Source: an optimization exercise on an open RTL-to-GDS flow (aim: small area, a short achievable clock period and few clock cycles per item). Production flows keep margins and buffers that such runs may drop. The RTL was checked by simulation tests, not by an equivalence proof against the original design. No activity file was given, so power comes from the tool's default toggle rates.

## double_talk_detector_unit
module double_talk_detector_unit (
   input  wire logic         clock,
   input  wire logic         reset,
   input  wire logic         req_valid,
   output logic              req_ready,
   input  wire logic [15:0]  req_far_sample,
   input  wire logic [15:0]  req_mic_sample,
   input  wire logic         req_frame_end,
   output logic              rsp_valid,
   input  wire logic         rsp_ready,
   output logic [1:0]        rsp_talk_state,
   output logic              rsp_adapt_hold,
   input  wire logic         csr_write_enable,
   input  wire logic [1:0]   csr_index,
   input  wire logic [23:0]  csr_write_data
);
   localparam int NB = 20;    
   localparam logic [1:0] A_IDLE = 2'd0;
   localparam logic [1:0] A_DIV  = 2'd1;
   localparam logic [1:0] A_DONE = 2'd2;
   localparam logic [2:0] B_IDLE = 3'd0;
   localparam logic [2:0] B_FAR  = 3'd1;
   localparam logic [2:0] B_MIC  = 3'd2;
   localparam logic [2:0] B_RAT  = 3'd3;
   localparam logic [2:0] B_OUT  = 3'd4;
   logic [15:0]   alpha_ff;
   logic [15:0]   ratio_ff;
   logic [23:0]   silence_ff;
   logic          ready_ff;
   logic          in_v_ff, in_last_ff;
   logic [14:0]   in_fy_ff, in_my_ff;
   logic          in_fs_ff, in_ms_ff;
   logic [9:0]    cnt_ff, dcnt_ff;
   logic          full_ff;
   logic          clr_ff;
   logic [40:0]   fsum_ff, msum_ff;
   logic [NB-1:0] fcb_ff, mcb_ff;
   logic [1:0]    a_st_ff;
   logic [3:0]    a_cnt_ff;
   logic [10:0]   div_ff;
   logic [12:0]   div3_ff;
   logic [10:0]   frem_ff, mrem_ff;
   logic [29:0]   fq_ff, mq_ff;
   logic [2:0]    b_ph_ff;
   logic [3:0]    b_j_ff;
   logic [32:0]   acc_ff;
   logic          hit_ff;
   logic [30:0]   flvl_ff, mlvl_ff;
   logic          out_valid_ff;
   logic [1:0]    talk_ff;
  ...
Size in the first run: roughly 3700 cells after synthesis, roughly 69 I/O pins, about 37000 um2 of cells after synthesis.
Settings: LEC_CHECK=0, ABC_CLOCK_PERIOD_IN_PS=3500, CAP_MARGIN=20, CORE_MARGIN=2, CORE_UTILIZATION=40, PLACE_DENSITY=0.6, SLEW_MARGIN=20, SYNTH_HIERARCHICAL=1; clock period 10.0 ns.
standard.sh (not shown) runs the stock make flow with config.mk's settings and CLKGATE_MAP_FILE= SYNTH_SCRIPT=/design/flow/synth_recipe.tcl, a recipe that flattens the netlist after the stock synthesis.
==> flow/flow/run.sh <==
#!/bin/bash
# The standard layout, with timing repair aiming below the clock period:
# repair_timing works to a setup slack of MARGIN ns at the design's clock.
set -euo pipefail
MARGIN=${MARGIN:-6.25}
bash standard.sh finish SETUP_SLACK_MARGIN=$MARGIN > flow.log 2>&1
Testbench counts at the start, summed over its fixed seeds: cycles 29,390, items 384.
Then changed:
--- a/flow/flow/run.sh
+++ b/flow/flow/run.sh
@@ -5 +5 @@
-MARGIN=${MARGIN:-6.25}
+MARGIN=${MARGIN:-6.5}
--- a/flow/config.mk
+++ b/flow/config.mk
@@ -8 +8 @@
-export ABC_CLOCK_PERIOD_IN_PS = 3500
+export ABC_CLOCK_PERIOD_IN_PS = 6000
=> Fmax went up by 4.6%; combinational power rises by about 4%; setup slack gets better by 0.16 ns; wire length rises by 3.1%; cell area went up by 1.3%.

========
Setup of the baseline:
Starting RTL as in the previous note.
export LEC_CHECK = 0
export ABC_CLOCK_PERIOD_IN_PS = 3500
export CAP_MARGIN = 20
export CORE_MARGIN = 2
export CORE_UTILIZATION = 40
export PLACE_DENSITY = 0.6
export SLEW_MARGIN = 20
export SYNTH_HIERARCHICAL = 1
create_clock -name core_clock -period 10.0 [get_ports {clock}]
==> flow/flow/run.sh <==
#!/bin/bash
# The standard layout, with timing repair aiming below the clock period:
# repair_timing works to a setup slack of MARGIN ns at the design's clock.
set -euo pipefail
MARGIN=${MARGIN:-6.75}
bash standard.sh finish SETUP_SLACK_MARGIN=$MARGIN > flow.log 2>&1
Testbench counts of the baseline, summed over its fixed seeds: cycles 29,390, items 384.
[inputs] the candidate vs the baseline
==> flow/flow/run.sh <==
#!/bin/bash
# The standard layout, with timing repair aiming below the clock period:
# repair_timing works to a setup slack of MARGIN ns at the design's clock.
set -euo pipefail
MARGIN=${MARGIN:-7}
bash standard.sh finish SETUP_SLACK_MARGIN=$MARGIN > flow.log 2>&1
When the candidate is measured against the baseline, its ratio of final minimum period to clock period turns out 0.30 points higher. Final cell count without fillers is lower on the baseline. Placed instance area was higher in the run labelled the candidate. | number of cells on the critical path | the candidate vs the baseline | 8 lower |. From the baseline to the candidate the numbers moved as follows: clock share of power lost 0.4 points; wire length picked up an extra 4300 um.

re-timing with driven ports:
How much do the figures lean on ideal ports? The routed layouts below were timed once more, with nothing changed but the port constraints.
Step 1 (the two cells are an assumption about what drives the block):
set clk [get_ports {clock}]
set_driving_cell -lib_cell sky130_fd_sc_hd__clkbuf_16 $clk
set_driving_cell -lib_cell sky130_fd_sc_hd__buf_2 [delete_from_list [all_inputs] $clk]
Step 2 times the ports against the registers' clock, not the clock port: input delays grow and output delays shrink by t, the midpoint of the rising clock arrivals with the driver on.
Three values: ideal ports, drivers, drivers and shift; two values: the first two.
run	t (ns)	setup slack, ns	worst setup path at the end	latest minus earliest clock arrival (ns)
the first run of note 1	0.693	6.349 / 6.308 / 5.705	input to register	0.029 / 0.029
the second run of note 1	0.684	6.510 / 6.510 / 5.979	input to register	0.026 / 0.026
the baseline	0.684	6.513 / 6.513 / 6.128	input to register	0.029 / 0.029
the candidate	0.692	6.483 / 6.483 / 6.283	input to register	0.042 / 0.042
After both steps setup and hold are still met in every run listed. For the first run of note 1, which loses most, drivers alone change the setup slack by -0.041 ns; drivers and shift together by -0.644 ns.
